What follows belongs to an exercise in optimizing a design on an open flow for small area; a production flow would make more cautious choices. Function was checked by simulation only, so behaviour that the tests miss may differ from the original.

==> inputs of 05-20 <==
==> flow/design.v <==
package neuron_pkg;
    typedef logic [15:0] potential_t;
    typedef logic [15:0] count_t;
    typedef logic [7:0] reg_addr_t;
    typedef logic [31:0] reg_data_t;
    typedef enum logic [2:0] {
        FIELD_POTENTIAL = 3'd0,   
        FIELD_THRESHOLD = 3'd1,
        FIELD_LEAK      = 3'd2,
        FIELD_STIMULUS  = 3'd3,
        FIELD_COUNT     = 3'd4    
    } field_e;
    localparam reg_addr_t STATUS_ADDR = 8'h80;
    localparam potential_t THRESHOLD_RESET = 16'h0100;
endpackage
package access_pkg;
    typedef enum logic [1:0] {
        OP_NONE  = 2'd0,
        OP_READ  = 2'd1,
        OP_WRITE = 2'd2
    } access_op_e;
    typedef enum logic [1:0] {
        ST_IDLE   = 2'd0,
        ST_ACCESS = 2'd1,   
        ST_DONE   = 2'd2    
    } access_state_e;
    typedef struct packed {
        access_op_e op;
        logic [7:0]  addr;    
        logic [31:0] wdata;   
    } bank_req_t;
    localparam int BANK_REQ_W = 2 + 8 + 32;
endpackage
`timescale 1ns/1ps
module access_fsm (
    input  logic        cpu_clk,
    input  logic        rst_n,
    input  logic [7:0]  node_select,
    input  logic [7:0]  addr,
    input  logic        write_en,
    input  logic        read_en,
    input  logic [15:0] write_data,
    input  logic [15:0] rd_word,      
    output logic        acc,          
    output logic        done,         
    output logic        op_w,         
    output logic [1:0]  bank,
    output logic [1:0]  nrn,
    output logic [2:0]  code,
    output logic [15:0] dreg,
    output logic [31:0] read_data,
    output logic        ready,
    output logic        acc_next,     
    output logic [2:0]  code_in       
);
    logic idle;
    assign idle = ~acc & ~done;
    assign acc_next = idle & (write_en | read_en);
    always_ff @(posedge cpu_clk or negedge rst_n) begin
        if (!rst_n) begin
            acc  <= 1'b0;
            done <= 1'b0;
        end else begin
            acc  <= acc_next;
            done <= acc;
        end
    end
    always_comb begin
        if (node_select[7:2] != 6'd0)             code_in = 3'd7;
        else if (addr == 8'h80)                   code_in = 3'd5;
        else if (addr[7:5] != 3'd0 || addr[2:0] > 3'd4) code_in = 3'd7;
        else                                      code_in = addr[2:0];
    end
    always_ff @(posedge cpu_clk) begin
        if (!acc) begin
            op_w <= write_en;
            bank <= node_select[1:0];
            nrn  <= addr[4:3];
            code <= code_in;
        end
        dreg <= acc ? rd_word : write_data;
    end
    assign ready     = done;
    assign read_data = {16'd0, dreg & {16{done & ~op_w}}};
endmodule
`timescale 1ns/1ps
module tick_timer (
    input  logic cpu_clk,
    input  logic rst_n,
    output logic tick,
    output logic tick_d
);
    logic [3:0] cnt;
    always_ff @(posedge cpu_clk or negedge rst_n) begin
        if (!rst_n) begin
            cnt    <= '0;
            tick   <= 1'b0;
            tick_d <= 1'b0;
        end else begin
            cnt    <= cnt + 1'b1;
            tick   <= (cnt == 4'd15);
            tick_d <= tick;
        end
    end
endmodule
`timescale 1ns/1ps
module neuron_unit (
    input  logic        cpu_clk,
    input  logic        we_th,
    input  logic        we_l,
    input  logic        we_s,
    input  logic [15:0] th_d,
    input  logic [15:0] l_d,
    input  logic [15:0] s_d,
    input  logic        commit,       
    input  logic [15:0] p_new,
    input  logic [15:0] c_new,
    output logic [15:0] potential,
    output logic [15:0] threshold,
    output logic [15:0] leak,
    output logic [15:0] stimulus,
    output logic [15:0] spike_count
);
    always_ff @(posedge cpu_clk) begin
        if (commit) begin
            potential   <= p_new;
            spike_count <= c_new;
        end
        if (we_th) threshold <= th_d;
        if (we_l)  leak <= l_d;
        if (we_s)  stimulus <= s_d;
    end
endmodule
`timescale 1ns/1ps
module neuron_bank (
    input  logic        cpu_clk,
    input  logic        rst_n,
    input  logic        tick,
    input  logic        tick_d,
    input  logic        acc,
    input  logic        done,
    input  logic        op_w,
    input  logic        nxt_acc,      
    input  logic [2:0]  nxt_tgt,      
    input  logic        hit,          
    input  logic        bsel,         
    input  logic [1:0]  nrn,
    input  logic [2:0]  code,
    input  logic [15:0] wd,
    output logic [15:0] rd,
    output logic [1:0]  interrupt
);
    localparam int N = 8;
    logic [15:0] p [N];
    logic [15:0] th [N];
    logic [15:0] l [N];
    logic [15:0] s [N];
    logic [15:0] c [N];
    logic [N-1:0] pend;
    logic [N-1:0] fnext;
    logic [N-1:0] rst_f;
    logic [N-1:0] job;
    logic         upd_wr;    
    logic [3:0]  status [2];
    logic        tgt_acc, wr_nrn, tgt_done, eager, do_commit, pend_sel, rs_sel, job_sel, fwd;
    logic        wr_th, wr_l, wr_s;
    logic [15:0] th_d, l_d, s_d;
    logic [2:0]  tgt, rr_sel, sel_next;
    assign tgt      = {bsel, nrn};
    assign tgt_acc  = acc & hit & (code <= 3'd4);
    assign wr_nrn   = op_w & (code == 3'd1 || code == 3'd2 || code == 3'd3);
    assign tgt_done = done & hit & wr_nrn & upd_wr;
    assign eager    = tgt_acc & tick & wr_nrn;
    assign job = pend | rst_f;
    logic [N-1:0] soh, pend_nx, rst_f_nx, job_nx;
    logic         upd_nx;
    always_comb begin
        rr_sel = 3'd7;
        for (int i = N - 1; i >= 0; i--) begin
            if (job_nx[i]) rr_sel = 3'(i);
        end
    end
    assign job_nx   = pend_nx | rst_f_nx;
    assign upd_nx   = tgt_acc & wr_nrn & do_commit;
    assign sel_next = nxt_acc ? nxt_tgt : (upd_nx ? tgt : rr_sel);
    logic [2:0] sel_q;
    always_ff @(posedge cpu_clk or negedge rst_n) begin
        if (!rst_n) sel_q <= '0;
        else        sel_q <= sel_next;
    end
    assign soh = N'(1) << sel_q;
    assign pend_sel  = |(pend & soh);
    assign rs_sel    = |(rst_f & soh);
    assign job_sel   = pend_sel | rs_sel;
    assign do_commit = ~tgt_done & (job_sel | eager);
    assign fwd       = tgt_acc & wr_nrn & ~job_sel & ~tick;
    assign wr_th = acc & op_w & hit & (code == 3'd1);
    assign wr_l  = acc & op_w & hit & (code == 3'd2);
    assign wr_s  = acc & op_w & hit & (code == 3'd3);
    assign th_d  = wr_th ? wd : 16'h0100;
    assign l_d   = wr_l  ? wd : 16'd0;
    assign s_d   = wr_s  ? wd : 16'd0;
    logic [N-1:0] sohv;
    logic [15:0]  pm, lm, sm_in, thm, cm;
    logic         fwd_th, fwd_l, fwd_s;
    assign fwd_th = fwd & (code == 3'd1);
    assign fwd_l  = fwd & (code == 3'd2);
    assign fwd_s  = fwd & (code == 3'd3);
    for (genvar i = 0; i < N; i++) begin : g_soh
        assign sohv[i] = soh[i] & ~rst_f[i];    
    end
    always_comb begin
        pm    = '0;
        cm    = '0;
        lm    = wd & {16{fwd_l}};
        sm_in = wd & {16{fwd_s}};
        thm   = (wd & {16{fwd_th}}) | {7'd0, rs_sel, 8'd0};
        for (int i = 0; i < N; i++) begin
            pm    = pm    | (p[i]  & {16{sohv[i]}});
            cm    = cm    | (c[i]  & {16{sohv[i]}});
            lm    = lm    | (l[i]  & {16{sohv[i] & ~fwd_l}});
            sm_in = sm_in | (s[i]  & {16{sohv[i] & ~fwd_s}});
            thm   = thm   | (th[i] & {16{sohv[i] & ~fwd_th}});
        end
    end
    logic [16:0] diff, sum;
    logic [15:0] leaked, integ, p_new, c_new, c_inc;
    logic        fire, th0;
    assign diff   = {1'b0, pm} - {1'b0, lm};
    assign leaked = diff[16] ? 16'd0 : diff[15:0];     
    assign sum    = {1'b0, leaked} + {1'b0, sm_in};
    assign integ  = sum[16] ? 16'hFFFF : sum[15:0];   
    assign fire   = (integ >= thm);
    assign th0    = (thm == 16'd0);
    assign p_new  = fire ? 16'd0 : integ;
    logic [16:0] ic;
    assign ic[0] = 1'b1;
    for (genvar i = 0; i < 16; i++) begin : g_inc
        assign c_inc[i] = cm[i] ^ ic[i];
        assign ic[i+1]  = cm[i] & ic[i];
    end
    assign c_new  = fire ? c_inc : cm;
    for (genvar i = 0; i < N; i++) begin : g_neuron
        logic commit, me, sweep;
        assign commit = do_commit & soh[i];
        assign me     = (tgt == 3'(i));
        assign sweep  = commit & rst_f[i];
        assign rst_f_nx[i] = rst_f[i] & ~commit;
        assign pend_nx[i]  = tick ? ~(commit & ~pend[i]) : (pend[i] & ~commit);
        neuron_unit u_neuron (
            .cpu_clk     (cpu_clk),
            .we_th       ((wr_th & me) | sweep),
            .we_l        ((wr_l & me) | sweep),
            .we_s        ((wr_s & me) | commit),
            .th_d        (th_d),
            .l_d         (l_d),
            .s_d         (s_d),
            .commit      (commit),
            .p_new       (p_new),
            .c_new       (c_new),
            .potential   (p[i]),
            .threshold   (th[i]),
            .leak        (l[i]),
            .stimulus    (s[i]),
            .spike_count (c[i])
        );
        always_ff @(posedge cpu_clk or negedge rst_n) begin
            if (!rst_n) begin
                pend[i]  <= 1'b0;
                fnext[i] <= 1'b0;
                rst_f[i] <= 1'b1;
            end else begin
                rst_f[i] <= rst_f_nx[i];
                pend[i]  <= pend_nx[i];
                if (commit)                   fnext[i] <= fire & (eager | th0);
                else if (soh[i] & (tgt_done | fwd)) fnext[i] <= fire;
            end
        end
    end
    always_ff @(posedge cpu_clk) begin
        upd_wr <= upd_nx;
    end
    always_comb begin
        case (code)
            3'd0:    rd = pend_sel ? p_new : pm;    
            3'd1:    rd = thm;
            3'd2:    rd = lm;
            3'd3:    rd = pend_sel ? 16'd0 : sm_in;
            3'd4:    rd = pend_sel ? c_new : cm;
            3'd5:    rd = {12'd0, status[bsel]};
            default: rd = '0;
        endcase
    end
    for (genvar b = 0; b < 2; b++) begin : g_status
        logic [3:0] clr;
        assign clr = (acc && op_w && hit && bsel == 1'(b) && code == 3'd5) ? wd[3:0] : 4'd0;
        always_ff @(posedge cpu_clk or negedge rst_n) begin
            if (!rst_n) status[b] <= '0;
            else        status[b] <= (status[b] & ~clr) | (tick_d ? fnext[b*4 +: 4] : 4'd0);
        end
        assign interrupt[b] = |status[b];
    end
endmodule
`timescale 1ns/1ps
module spike_array_top (
    input  logic        cpu_clk,
    input  logic        rst_n,
    input  logic [7:0]  ext_node_select,
    input  logic [7:0]  ext_addr,
    input  logic        ext_write_en,
    input  logic        ext_read_en,
    input  logic [31:0] ext_write_data,
    output logic [31:0] ext_read_data,
    output logic        ext_ready,
    output logic [3:0]  node_interrupts
);
    logic        tick, tick_d;
    logic        acc, done, op_w, acc_next;
    logic [2:0]  code_in;
    logic [1:0]  bank, nrn;
    logic [2:0]  code;
    logic [15:0] dreg;
    logic [15:0] rd [2];
    access_fsm u_access (
        .cpu_clk     (cpu_clk),
        .rst_n       (rst_n),
        .node_select (ext_node_select),
        .addr        (ext_addr),
        .write_en    (ext_write_en),
        .read_en     (ext_read_en),
        .write_data  (ext_write_data[15:0]),
        .rd_word     (rd[bank[1]]),
        .acc         (acc),
        .done        (done),
        .op_w        (op_w),
        .bank        (bank),
        .nrn         (nrn),
        .code        (code),
        .dreg        (dreg),
        .read_data   (ext_read_data),
        .ready       (ext_ready),
        .acc_next    (acc_next),
        .code_in     (code_in)
    );
    tick_timer u_timer (
        .cpu_clk (cpu_clk),
        .rst_n   (rst_n),
        .tick    (tick),
        .tick_d  (tick_d)
    );
    for (genvar n = 0; n < 2; n++) begin : g_node
        neuron_bank u_bank (
            .cpu_clk   (cpu_clk),
            .rst_n     (rst_n),
            .tick      (tick),
            .tick_d    (tick_d),
            .acc       (acc),
            .done      (done),
            .op_w      (op_w),
            .nxt_acc   (acc_next && ext_node_select[1] == 1'(n) && code_in <= 3'd4),
            .nxt_tgt   ({ext_node_select[0], ext_addr[4:3]}),
            .hit       (bank[1] == 1'(n)),
            .bsel      (bank[0]),
            .nrn       (nrn),
            .code      (code),
            .wd        (dreg),
            .rd        (rd[n]),
            .interrupt (node_interrupts[2*n +: 2])
        );
    end
endmodule
==> flow/flow/run.sh <==
#!/bin/bash
set -euo pipefail
export CTS_ARGS="-sink_clustering_enable -repair_clock_nets -sink_clustering_size 26 -sink_clustering_max_diameter 90 -dont_use_dummy_load"
export BUFFER_PORTS_ARGS="-buffer_cell sky130_fd_sc_hd__buf_1"
bash standard.sh > standard.log 2>&1
==> flow/standard.sh <==
#!/bin/bash
# synth_recipe.tcl (not shown) runs the flow's synth.tcl, then flattens the netlist and writes it again
# the make line also repeats each setting of config.mk as NAME=value (left out here)
make -C /OpenROAD-flow-scripts/flow DESIGN_CONFIG=/design/flow/config.mk WORK_HOME=/design/flow/orfs CLKGATE_MAP_FILE= SYNTH_SCRIPT=/design/flow/synth_recipe.tcl "${@:-finish}"
==> flow/config.mk <==
export PLATFORM = sky130hd
export DESIGN_NAME = spike_array_top
export DESIGN_NICKNAME = spike_array_top
export VERILOG_FILES = /design/flow/design.v
export SDC_FILE = /design/flow/constraint.sdc
export NUM_CORES = 4
export LEC_CHECK = 0
export CAP_MARGIN = 20
export CORE_MARGIN = 2
export CORE_UTILIZATION = 65
export PLACE_DENSITY = 0.75
export SLEW_MARGIN = 20
==> flow/constraint.sdc <==
create_clock -name core_clock -period 12.0 [get_ports {cpu_clk}]
set_input_delay 2.4000 -clock core_clock [delete_from_list [all_inputs] [get_ports {cpu_clk}]]
set_output_delay 2.4000 -clock core_clock [all_outputs]
set_load 0.01 [all_outputs]
==> 10-24 (differences from 05-20) <==
--- a/flow/design.v
+++ b/flow/design.v
@@ -183,12 +183,10 @@
     assign job_nx   = pend_nx | rst_f_nx;
     assign upd_nx   = tgt_acc & wr_nrn & do_commit;
     assign sel_next = nxt_acc ? nxt_tgt : (upd_nx ? tgt : rr_sel);
-    logic [2:0] sel_q;
     always_ff @(posedge cpu_clk or negedge rst_n) begin
-        if (!rst_n) sel_q <= '0;
-        else        sel_q <= sel_next;
+        if (!rst_n) soh <= '0;
+        else        soh <= N'(1) << sel_next;
     end
-    assign soh = N'(1) << sel_q;
     assign pend_sel  = |(pend & soh);
     assign rs_sel    = |(rst_f & soh);
     assign job_sel   = pend_sel | rs_sel;
@@ -233,12 +231,7 @@
     assign fire   = (integ >= thm);
     assign th0    = (thm == 16'd0);
     assign p_new  = fire ? 16'd0 : integ;
-    logic [16:0] ic;
-    assign ic[0] = 1'b1;
-    for (genvar i = 0; i < 16; i++) begin : g_inc
-        assign c_inc[i] = cm[i] ^ ic[i];
-        assign ic[i+1]  = cm[i] & ic[i];
-    end
+    assign c_inc  = cm + 16'd1;
     assign c_new  = fire ? c_inc : cm;
     for (genvar i = 0; i < N; i++) begin : g_neuron
         logic commit, me, sweep;
==> flow/run.sh (new file) <==
#!/bin/bash
# synth_recipe.tcl (not shown) runs the flow's synth.tcl, then flattens the netlist and writes it again
# the make line also repeats each setting of config.mk as NAME=value (left out here)
make -C /OpenROAD-flow-scripts/flow DESIGN_CONFIG=/design/flow/config.mk WORK_HOME=/design/flow/orfs CLKGATE_MAP_FILE= SYNTH_SCRIPT=/design/flow/synth_recipe.tcl finish
--- a/flow/config.mk
+++ b/flow/config.mk
@@ -7,6 +7,5 @@
 export LEC_CHECK = 0
 export CAP_MARGIN = 20
 export CORE_MARGIN = 2
-export CORE_UTILIZATION = 65
-export PLACE_DENSITY = 0.75
+export CORE_UTILIZATION = 40
 export SLEW_MARGIN = 20
removed: flow/flow/run.sh
removed: flow/standard.sh
==> impl_metrics.py <==
metrics = {
    "finish": {
        "multiInputCombCellCount": 2454,
    },
    "setup_path": {
        "r2r_slack_ns": 0.79,
    },
    "sta": {
        "relSlewSlack": 0.159,
    },
    "grt": {
        "use_met3": 0.0580,
    },
    "power_and_ir_drop": {
        "p_clk_frac": 0.311,
    },
    "detailed_routing": {
        "drt_iter0_drc": 4634,
    },
    "outcome": {
        "status": "no timing/DRC/antenna violations",
    },
}
# the run above: 10-24

==> impl_metrics.py <==
metrics = {
    "floorplan": {
        "core_mm2": 0.0897,
    },
    "grt": {
        "grt_max_degree": 74,
        "use_met3": 0.0742,
    },
    "detailed_routing": {
        "drt_iter0_drc": 6172,
    },
    "finish": {
        "multiInputCombCellCount": 2285,
    },
    "logic_synthesis": {
        "netlist_area_mm2": 0.0586,
    },
    "run": {
        "max-cap-violations": 0,
    },
    "power_and_ir_drop": {
        "p_clk_frac": 0.186,
    },
    "sta": {
        "relSlewSlack": 0.181,
    },
    "outcome": {
        "status": "no timing/DRC/antenna violations",
    },
}
# the run above: 05-20

[separate check: timing with driven ports]
No port has a modelled driver above. Below, the same layouts with a new extraction and two added sets of constraints.
Step 1 assumes that a clkbuf_16 drives the clock port and a buf_2 every other input.
Step 2 also shifts input and output timing later by t, the mid clock arrival at the registers, as if the neighbouring blocks saw the same clock.
a / b / c = ideal / step 1 / step 2; a / b = the first two.
| run | t (ns) | setup WS [ns] | clock arrival spread, ns | pins driven straight from the clock port |
|---|---|---|---|---|
| 05-20 | 0.736 | 0.497 / 0.497 / 0.497 | 0.069 / 0.069 | 1 |
| 10-24 | 0.865 | 0.790 / 0.790 / 0.790 | 0.054 / 0.054 | 1 |
After both steps every run listed still meets setup and hold.
